Context: an optimization exercise on an open-source flow, tuned for small area, a short achievable clock period and few clock cycles per item. The choices shown serve that exercise and are no tape-out recipe.
Only simulation tests tie the RTL to the original design; equivalence was not proved.
Power is estimated from default activity; no workload was simulated.

==> inputs of v8 <==
// xoshiro_int8_noise_generator_unit
module xoshiro_int8_noise_generator_unit (
  input  logic        clk,
  input  logic        rst_n,
  input  logic        cfg_valid,
  output logic        cfg_ready,
  input  logic [63:0] cfg_data,
  input  logic        in_tvalid,
  output logic        in_tready,
  input  logic [15:0] in_tdata,
  input  logic        in_tuser,
  output logic        out_tvalid,
  input  logic        out_tready,
  output logic [7:0]  out_tdata,
  output logic        out_tlast
);
==> flow/config.mk <==
export PLATFORM = sky130hd
export DESIGN_NAME = xoshiro_int8_noise_generator_unit
export DESIGN_NICKNAME = xoshiro_int8_noise_generator_unit
export VERILOG_FILES = /design/flow/design.v
export SDC_FILE = /design/flow/constraint.sdc
export NUM_CORES = 4
export LEC_CHECK = 0
export CAP_MARGIN = 20
export CORE_MARGIN = 2
export CORE_UTILIZATION = 40
export SLEW_MARGIN = 20
==> flow/constraint.sdc <==
create_clock -name core_clock -period 11.0 [get_ports {clk}]
set_input_delay 2.2000 -clock core_clock [delete_from_list [all_inputs] [get_ports {clk}]]
set_output_delay 2.2000 -clock core_clock [all_outputs]
set_load 0.01 [all_outputs]
standard.sh (not shown) runs the stock make flow with config.mk's settings and CLKGATE_MAP_FILE= SYNTH_SCRIPT=/design/flow/synth_recipe.tcl, a recipe that flattens the netlist after the stock synthesis.
==> flow/flow/run.sh <==
#!/bin/bash
# Own flow: the standard layout (bash standard.sh, which also runs the
# standard synthesis), with repair_timing asked for extra setup margin so
# that the layout is optimised well past the 11 ns clock.
cp standard.sh standard_sh.log
cp config.mk config_mk.log
export ABC_CLOCK_PERIOD_IN_PS=3000
export CORE_UTILIZATION=55
export SETUP_SLACK_MARGIN=7.5
bash standard.sh > standard.log 2>&1
==> v35: changes against v8 <==
--- a/flow/design.v
+++ b/flow/design.v
@@ -1,11 +1,13 @@
 `timescale 1ns / 1ps
 package xng_pkg;
   localparam logic MODE_RESEED   = 1'b0;
   localparam logic MODE_GENERATE = 1'b1;
-  localparam logic [63:0] GAMMA = 64'h9E37_79B9_7F4A_7C15;
+  localparam logic [63:0] GAMMA    = 64'h9E37_79B9_7F4A_7C15;
+  localparam logic [63:0] GAMMA_C  = 64'h9E37_79B9_7F4B_1A4C;    
+  localparam logic [63:0] GAMMA_R  = 64'hE8EA_9F60_838A_F562;    
 endpackage
 `timescale 1ns / 1ps
 module xng_mul64lo (
   input  logic        sa,
   input  logic        sb,
   input  logic [7:0]  d,
@@ -44,22 +46,16 @@
   assign ns    = s2[63:8];
   assign nc    = c2[63:8];
   assign nls   = s2[7:0];
   assign nlc   = c2[7:0];
 endmodule
 module xng_seed_tab (
-  input  logic [7:0]  d,
-  output logic [24:0] tc
+  input  logic [3:0]  d,
+  output logic [19:0] t
 );
-  logic [3:0]  dl, dh;
-  logic [24:0] tcl, tch;
-  assign dl = d[3:0];
-  assign dh = d[7:4];
-  assign tcl = {4'd0, (dl[3] ? (dl[2] ? (dl[1] ? (dl[0] ? 21'h9e370 : 21'h94539) : (dl[0] ? 21'h8a702 : 21'h808cb)) : (dl[1] ? (dl[0] ? 21'h76a94 : 21'h6cc5d) : (dl[0] ? 21'h62e26 : 21'h58fef))) : (dl[2] ? (dl[1] ? (dl[0] ? 21'h4f1b8 : 21'h45381) : (dl[0] ? 21'h3b54a : 21'h31713)) : (dl[1] ? (dl[0] ? 21'h278dc : 21'h1daa5) : (dl[0] ? 21'h13c6e : 21'h9e37))))};
-  assign tch = {1'b0, (dh[3] ? (dh[2] ? (dh[1] ? (dh[0] ? 20'h94539 : 20'h8a702) : (dh[0] ? 20'h808cb : 20'h76a94)) : (dh[1] ? (dh[0] ? 20'h6cc5d : 20'h62e26) : (dh[0] ? 20'h58fef : 20'h4f1b8))) : (dh[2] ? (dh[1] ? (dh[0] ? 20'h45381 : 20'h3b54a) : (dh[0] ? 20'h31713 : 20'h278dc)) : (dh[1] ? (dh[0] ? 20'h1daa5 : 20'h13c6e) : (dh[0] ? 20'h9e37 : 20'h0)))), 4'h0};
-  assign tc  = tcl + tch;
+  assign t = (d[3] ? (d[2] ? (d[1] ? (d[0] ? 20'h94539 : 20'h8a702) : (d[0] ? 20'h808cb : 20'h76a94)) : (d[1] ? (d[0] ? 20'h6cc5d : 20'h62e26) : (d[0] ? 20'h58fef : 20'h4f1b8))) : (d[2] ? (d[1] ? (d[0] ? 20'h45381 : 20'h3b54a) : (d[0] ? 20'h31713 : 20'h278dc)) : (d[1] ? (d[0] ? 20'h1daa5 : 20'h13c6e) : (d[0] ? 20'h9e37 : 20'h0))));
 endmodule
 `timescale 1ns / 1ps
 module xng_emit (
   input  logic       clk,
   input  logic       rst_n,
   input  logic       in_v,
@@ -175,27 +171,34 @@
   logic [7:0]  g_koh;
   logic        w0;
   logic [7:0]  wa, wb;
   logic        e_adv, g_go, g_done, g_last, g_nz, g_start;
   logic [7:0]  rbyte;
   logic        rcarry;
-  logic        c57_r, c57_cur, c57_step;
+  logic        c57_r, c57_cur;
+  logic [63:0] c57_in;
   logic [63:0] s1n;
   logic        rs_act;
   logic [1:0]  rs_i;
   logic [2:0]  rs_cnt;
   logic        f_init, f_seed, f_ma, f_x27, f_mb, f_fin;
   logic [55:0] hs_r, hc_r, ns, nc;
   logic [7:0]  ls_r, lc_r, nls, nlc;
   logic        cy_r, pcy;
   logic [7:0]  pbyte;
-  logic [63:0] r_r, x_r, rfull;
-  logic [24:0] q_r, tc;
-  logic        rs_go, rs_start, rs_fin, rs_done;
+  logic [63:0] r_r, rfull, x_lo, x_hi;
+  logic [19:0] tb, tb_r, tb_d;
+  logic [3:0]  tb_in;
+  logic [7:0]  rs_st;
+  logic [6:0]  xf, xf_d;
+  logic [32:0] lo_sum, hi_sum;
+  logic        f_init2, f_init3, f_rest, f_rest2, f_rest3, x_add, xd_add, xc_r;
+  logic        rs_go, rs_start, rs_fin, rs_done, rs_s1, g_pre, g_blk;
   logic [63:0] bus;
-  assign g_start  = q_v && (q_mode == MODE_GENERATE) && (!rs_act || rs_done) && (!g_act || g_done);
+  assign g_start  = q_v && (q_mode == MODE_GENERATE) && (!rs_act || rs_done || rs_s1) &&
+                    (!g_act || g_done);
   assign rs_start = q_v && (q_mode == MODE_RESEED) && !rs_act;
   always_comb begin
     q_v_nxt  = q_v;
     q_rs_nxt = q_v && (q_mode == MODE_RESEED);
     if (g_start || rs_start) begin
       q_v_nxt  = 1'b0;
@@ -212,31 +215,34 @@
       in_rdy_r  <= 1'b1;
       cfg_rdy_r <= 1'b1;
       base_r    <= '0;
     end else begin
       q_v       <= q_v_nxt;
       in_rdy_r  <= !q_v_nxt;
-      cfg_rdy_r <= !q_rs_nxt;
+      cfg_rdy_r <= !q_rs_nxt && !(rs_start || (rs_act && !rs_done));
       if (cfg_valid && cfg_rdy_r) base_r <= cfg_data;
+      else begin
+        if (x_add) base_r[31:0] <= lo_sum[31:0];
+        if (xd_add) base_r[63:32] <= hi_sum[32:1];
+      end
     end
   end
   always_ff @(posedge clk) begin
     if (in_tvalid && in_rdy_r) begin
       q_mode   <= in_tuser;
       q_cnt    <= in_tdata[11:8];
       q_stream <= in_tdata[7:0];
     end
   end
   assign in_tready = in_rdy_r;
   assign cfg_ready = cfg_rdy_r;
   assign s1n      = s1_r ^ s2_r ^ s0_r;
-  assign c57_cur  = ({1'b0, s1_r[56:0]} + {1'b0, s1_r[54:0], 2'b00}) >> 57;
-  assign c57_step = ({1'b0, s1n[56:0]} + {1'b0, s1n[54:0], 2'b00}) >> 57;
+  assign c57_in   = s1_r ^ ({64{g_act}} & (s2_r ^ s0_r));
+  assign c57_cur  = ({1'b0, c57_in[56:0]} + {1'b0, c57_in[54:0], 2'b00}) >> 57;
   always_ff @(posedge clk) begin
-    if (g_done) c57_r <= c57_step;
-    else if (!g_act) c57_r <= c57_cur;
+    if (g_done || !g_act) c57_r <= c57_cur;
   end
   logic [7:0]  kn;
   logic [16:0] win_nx, win_c0, win_n0;
   assign kn     = {g_koh[6:0], 1'b0};
   assign win_c0 = {s1_r[0], 1'b0, s1_r[63:57], 1'b0, s1_r[61:55]};
   assign win_n0 = {s1n[0], 1'b0, s1n[63:57], 1'b0, s1n[61:55]};
@@ -259,20 +265,24 @@
   always_comb begin
     logic [8:0] t;
     t = {1'b0, wa} + {1'b0, wb} + {8'd0, g_koh[0] ? c57_r : (g_koh[1] ? 1'b0 : g_tc)};
     rbyte  = g_koh[0] ? {w0, t[6:0]} : t[7:0];
     rcarry = t[8];
   end
-  assign g_go   = g_act && e_adv;
+  assign g_blk  = g_last && rs_act && !g_pre;
+  assign g_go   = g_act && e_adv && !g_blk;
   assign g_done = g_go && g_last;
   always_ff @(posedge clk) begin
     if (!rst_n) begin
       g_act <= 1'b0;
+      g_pre <= 1'b0;
     end else begin
       if (g_start) g_act <= 1'b1;
       else if (g_done) g_act <= 1'b0;
+      if (g_start) g_pre <= 1'b0;
+      else if (rs_start) g_pre <= g_act && !g_done;
     end
   end
   always_ff @(posedge clk) begin
     if (g_start) begin
       g_n    <= (q_cnt > 4'd8) ? 4'd8 : q_cnt;
       g_nz   <= (q_cnt != 4'd0);
@@ -286,24 +296,25 @@
       g_tc   <= rcarry;
     end
   end
   xng_emit u_emit (
     .clk        (clk),
     .rst_n      (rst_n),
-    .in_v       (g_act && g_nz),
+    .in_v       (g_act && g_nz && !g_blk),
     .in_rb      (rbyte),
     .in_first   (g_koh[0]),
     .in_last    (g_last),
     .in_adv     (e_adv),
     .out_tvalid (out_tvalid),
     .out_tready (out_tready),
     .out_noise  (out_tdata[6:0]),
     .out_tlast  (out_tlast)
   );
   assign out_tdata[7] = 1'b0;
-  assign rs_go   = rs_act && !(f_fin && g_act);
+  assign rs_go   = rs_act && !(f_fin && g_act && g_pre);
+  assign rs_s1   = rs_act && rs_i[1];
   assign rs_fin  = rs_go && f_fin;
   assign rs_done = rs_fin && !f_seed;
   xng_mul64lo u_mul (
     .sa    (f_ma),
     .sb    (f_mb),
     .d     (r_r[7:0]),
@@ -316,34 +327,71 @@
     .nc    (nc),
     .nls   (nls),
     .nlc   (nlc),
     .pbyte (pbyte),
     .pcy   (pcy)
   );
+  assign tb_in = rs_start ? q_stream[3:0] : ((f_init || f_rest) ? rs_st[7:4] : rs_st[3:0]);
   xng_seed_tab u_seed (
-    .d  (q_stream),
-    .tc (tc)
+    .d (tb_in),
+    .t (tb)
   );
+  function automatic logic [63:0] xop(input logic [6:0] f, input logic [19:0] t);
+    xop = ({64{f[6]}} & {44'd0, t}) | ({64{f[5]}} & {40'd0, t, 4'd0}) |
+          ({64{f[4]}} & ~{44'd0, t}) | ({64{f[3]}} & ~{40'd0, t, 4'd0}) |
+          ({64{f[2]}} & GAMMA_C) | ({64{f[1]}} & GAMMA_R) | ({64{f[0]}} & GAMMA);
+  endfunction
+  assign xf     = {f_init, f_init2, f_rest, f_rest2, rs_start, f_rest3, f_seed};
+  assign x_add  = rs_start || (rs_go && (|xf));
+  assign x_lo   = xop(xf, tb_r);
+  assign x_hi   = xop(xf_d, tb_d);
+  assign lo_sum = {1'b0, base_r[31:0]} + {1'b0, x_lo[31:0]};
+  assign hi_sum = {base_r[63:32], 1'b1} + {x_hi[63:32], xc_r};
+  always_ff @(posedge clk) begin
+    if (!rst_n) begin
+      xd_add <= 1'b0;
+    end else begin
+      xd_add <= x_add;
+    end
+    xf_d <= xf;
+    xc_r <= lo_sum[32];
+    tb_d <= tb_r;
+    if (rs_start || (rs_go && (f_init || (f_fin && (rs_i == 2'd2)) || f_rest))) tb_r <= tb;
+  end
   assign rfull = {pbyte, r_r[63:8]};
   assign bus   = rfull ^ (rfull >> 31);
   always_ff @(posedge clk) begin
     if (!rst_n) begin
       rs_act <= 1'b0;
       f_init <= 1'b0;
+      f_init2 <= 1'b0;
+      f_rest <= 1'b0;
+      f_rest2 <= 1'b0;
+      f_rest3 <= 1'b0;
+      f_init3 <= 1'b0;
       f_seed <= 1'b0;
       f_ma   <= 1'b0;
       f_x27  <= 1'b0;
       f_mb   <= 1'b0;
       f_fin  <= 1'b0;
     end else if (rs_start) begin
       rs_act <= 1'b1;
       f_init <= 1'b1;
     end else if (rs_go) begin
+      f_rest  <= f_fin && (rs_i == 2'd2);
+      f_rest2 <= f_rest;
+      f_rest3 <= f_rest2;
       if (f_init) begin
-        f_init <= 1'b0;
-        f_seed <= 1'b1;
+        f_init  <= 1'b0;
+        f_init2 <= 1'b1;
+      end else if (f_init2) begin
+        f_init2 <= 1'b0;
+        f_init3 <= 1'b1;
+      end else if (f_init3) begin
+        f_init3 <= 1'b0;
+        f_seed  <= 1'b1;
       end else if (f_seed) begin
         f_seed <= 1'b0;
         f_fin  <= 1'b0;
         f_ma   <= 1'b1;
       end else if (f_ma) begin
         if (rs_cnt == 3'd7) begin
@@ -370,22 +418,16 @@
       rs_i   <= 2'd0;
       rs_cnt <= 3'd0;
     end else if (rs_go) begin
       if (f_ma || f_mb) rs_cnt <= rs_cnt + 3'd1;
       if (f_fin) rs_i <= rs_i + 2'd1;
     end
-    if (rs_start) begin
-      x_r <= base_r;
-      q_r <= tc;
-    end else if (rs_go && (f_init || f_seed)) begin
-      x_r <= x_r + GAMMA + {39'd0, q_r};
-      q_r <= '0;
-    end
+    if (rs_start) rs_st <= q_stream;
     if (rs_go) begin
       if (f_seed) begin
-        r_r <= x_r ^ (x_r >> 30);
+        r_r <= base_r ^ (base_r >> 30);
       end else if (f_x27) begin
         r_r <= rfull ^ (rfull >> 27);
       end else if (f_ma || f_mb) begin
         r_r <= rfull;
       end
       if (f_seed || f_x27) begin
==> flow/flow/run.sh (replaced) <==
#!/bin/bash
export SETUP_SLACK_MARGIN=7.75
bash standard.sh > standard.log 2>&1
- ABC_CLOCK_PERIOD_IN_PS: not set -> 3000
- CORE_UTILIZATION: 40 -> 60
==> v32: changes against v8 <==
--- a/flow/design.v
+++ b/flow/design.v
@@ -1,11 +1,11 @@
 `timescale 1ns / 1ps
 package xng_pkg;
   localparam logic MODE_RESEED   = 1'b0;
   localparam logic MODE_GENERATE = 1'b1;
-  localparam logic [63:0] GAMMA = 64'h9E37_79B9_7F4A_7C15;
+  localparam logic [63:0] GAMMA    = 64'h9E37_79B9_7F4A_7C15;
 endpackage
 `timescale 1ns / 1ps
 module xng_mul64lo (
   input  logic        sa,
   input  logic        sb,
   input  logic [7:0]  d,
@@ -187,15 +187,16 @@
   logic [55:0] hs_r, hc_r, ns, nc;
   logic [7:0]  ls_r, lc_r, nls, nlc;
   logic        cy_r, pcy;
   logic [7:0]  pbyte;
   logic [63:0] r_r, x_r, rfull;
   logic [24:0] q_r, tc;
-  logic        rs_go, rs_start, rs_fin, rs_done;
+  logic        rs_go, rs_start, rs_fin, rs_done, rs_s1, g_pre, g_blk;
   logic [63:0] bus;
-  assign g_start  = q_v && (q_mode == MODE_GENERATE) && (!rs_act || rs_done) && (!g_act || g_done);
+  assign g_start  = q_v && (q_mode == MODE_GENERATE) && (!rs_act || rs_done || rs_s1) &&
+                    (!g_act || g_done);
   assign rs_start = q_v && (q_mode == MODE_RESEED) && !rs_act;
   always_comb begin
     q_v_nxt  = q_v;
     q_rs_nxt = q_v && (q_mode == MODE_RESEED);
     if (g_start || rs_start) begin
       q_v_nxt  = 1'b0;
@@ -259,20 +260,24 @@
   always_comb begin
     logic [8:0] t;
     t = {1'b0, wa} + {1'b0, wb} + {8'd0, g_koh[0] ? c57_r : (g_koh[1] ? 1'b0 : g_tc)};
     rbyte  = g_koh[0] ? {w0, t[6:0]} : t[7:0];
     rcarry = t[8];
   end
-  assign g_go   = g_act && e_adv;
+  assign g_blk  = g_last && rs_act && !g_pre;
+  assign g_go   = g_act && e_adv && !g_blk;
   assign g_done = g_go && g_last;
   always_ff @(posedge clk) begin
     if (!rst_n) begin
       g_act <= 1'b0;
+      g_pre <= 1'b0;
     end else begin
       if (g_start) g_act <= 1'b1;
       else if (g_done) g_act <= 1'b0;
+      if (g_start) g_pre <= 1'b0;
+      else if (rs_start) g_pre <= g_act && !g_done;
     end
   end
   always_ff @(posedge clk) begin
     if (g_start) begin
       g_n    <= (q_cnt > 4'd8) ? 4'd8 : q_cnt;
       g_nz   <= (q_cnt != 4'd0);
@@ -286,24 +291,25 @@
       g_tc   <= rcarry;
     end
   end
   xng_emit u_emit (
     .clk        (clk),
     .rst_n      (rst_n),
-    .in_v       (g_act && g_nz),
+    .in_v       (g_act && g_nz && !g_blk),
     .in_rb      (rbyte),
     .in_first   (g_koh[0]),
     .in_last    (g_last),
     .in_adv     (e_adv),
     .out_tvalid (out_tvalid),
     .out_tready (out_tready),
     .out_noise  (out_tdata[6:0]),
     .out_tlast  (out_tlast)
   );
   assign out_tdata[7] = 1'b0;
-  assign rs_go   = rs_act && !(f_fin && g_act);
+  assign rs_go   = rs_act && !(f_fin && g_act && g_pre);
+  assign rs_s1   = rs_act && rs_i[1];
   assign rs_fin  = rs_go && f_fin;
   assign rs_done = rs_fin && !f_seed;
   xng_mul64lo u_mul (
     .sa    (f_ma),
     .sb    (f_mb),
     .d     (r_r[7:0]),
==> flow/flow/run.sh (replaced) <==
#!/bin/bash
export SETUP_SLACK_MARGIN=7.7
bash standard.sh > standard.log 2>&1
- ABC_CLOCK_PERIOD_IN_PS: not set -> 3000
- CORE_UTILIZATION: 40 -> 65
==> qor summary <==
| item | v35 | v32 | v8 |
|---|---|---|---|
| Result of the run | complete, no violations | complete, no violations | complete, no violations |
| Met2 wire length | 63.27 mm | 65.94 mm | 65.24 mm |
| Period minus WS final | 3.489 ns | 3.831 ns | 3.476 ns |
| M1 wire length | 55.25 mm | 56.04 mm | 64.94 mm |
| #MultiIn Comb | 3755 | 3953 | 4039 |
| Share of total power in sequential cells | 0.449 | 0.423 | 0.422 |
| P_sw | 1.695 mW | 2.077 mW | 1.985 mW |
| Sequential-to-total area share from yosys stat | 0.3593 | 0.3671 | 0.3599 |
| Post-synth EDFFs | 177 | 238 | 238 |
| Number of antenna violations at the first check in global routing | 2 | 4 | 3 |
| Largest net degree at the start of global routing | 149 | 126 | 160 |
| Hold path start | q_stream[7] | base_r[29] | u_emit.rb_last |
| Count of clock buffers in the final design | 106 | 120 | 122 |
| Placed cell areas | 42720 um2 | 46010 um2 | 47700 um2 |
| Post-Place Cells | 5497 | 5822 | 6545 |
| Core Rows | 96 | 96 | 123 |
| Ratio of routed vias to standard cells | 6.401 | 6.471 | 5.717 |
| Worst hold slack | 0.4173 ns | 0.4520 ns | 0.4563 ns |
| Arithmetic-cell share of the synthesized area counting full adders, half adders and majority gates | 0.1133 | 0.1325 | 0.1297 |
| Final-layout clock-cell area share | 0.04998 | 0.05206 | 0.05271 |
| Peak VDD IR | 0.1118 mV | 0.1337 mV | 0.1025 mV |
| Parity-gate share of the synthesized area counting xor and xnor cells | 0.09124 | 0.08774 | 0.08582 |
| Tap cells | 882 | 882 | 1500 |
| Buffer and inverter count on the worst path | 1 | 2 | 2 |
| Mean area per synthesized cell | 8.568 um2 | 8.700 um2 | 8.727 um2 |
| Met3 layer usage reported by global route | 0.05729 | 0.06790 | 0.03673 |
Testbench counts of v8, summed over its fixed seeds: cycles 20,017, bytes 16,560.
Testbench counts of v35, summed over its fixed seeds: cycles 19,807, bytes 16,560.
Testbench counts of v32, summed over its fixed seeds: cycles 19,711, bytes 16,560.

## re-timing with driven ports
The flow's constraints put no driver on any port. The routed layouts listed below were extracted and timed again, unchanged, in two steps.
Step 1 assumes that a clkbuf_16 drives the clock port and a buf_2 every other input.
Step 2 times the ports against the registers' clock, not the clock port: input delays grow and output delays shrink by t, the midpoint of the rising clock arrivals with the driver on.
Slacks: ideal / step 1 / step 2; pairs: ideal / step 1.
| run | shift t [ns] | setup slack, ns | clock arrival spread, ns | slew at the worst register clock pin (ns) |
|---|---|---|---|---|
| v8 | 0.734 | 7.524 / 7.468 / 6.983 | 0.025 / 0.025 | 0.07 / 0.07 |
| v35 | 0.695 | 7.511 / 7.511 / 6.953 | 0.035 / 0.035 | 0.07 / 0.07 |
| v32 | 0.708 | 7.169 / 7.169 / 6.998 | 0.023 / 0.023 | 0.06 / 0.06 |
After both steps setup and hold are still met in every run listed. For v35, which loses most, drivers alone change the setup slack by 0.000 ns; drivers and shift together by -0.558 ns.
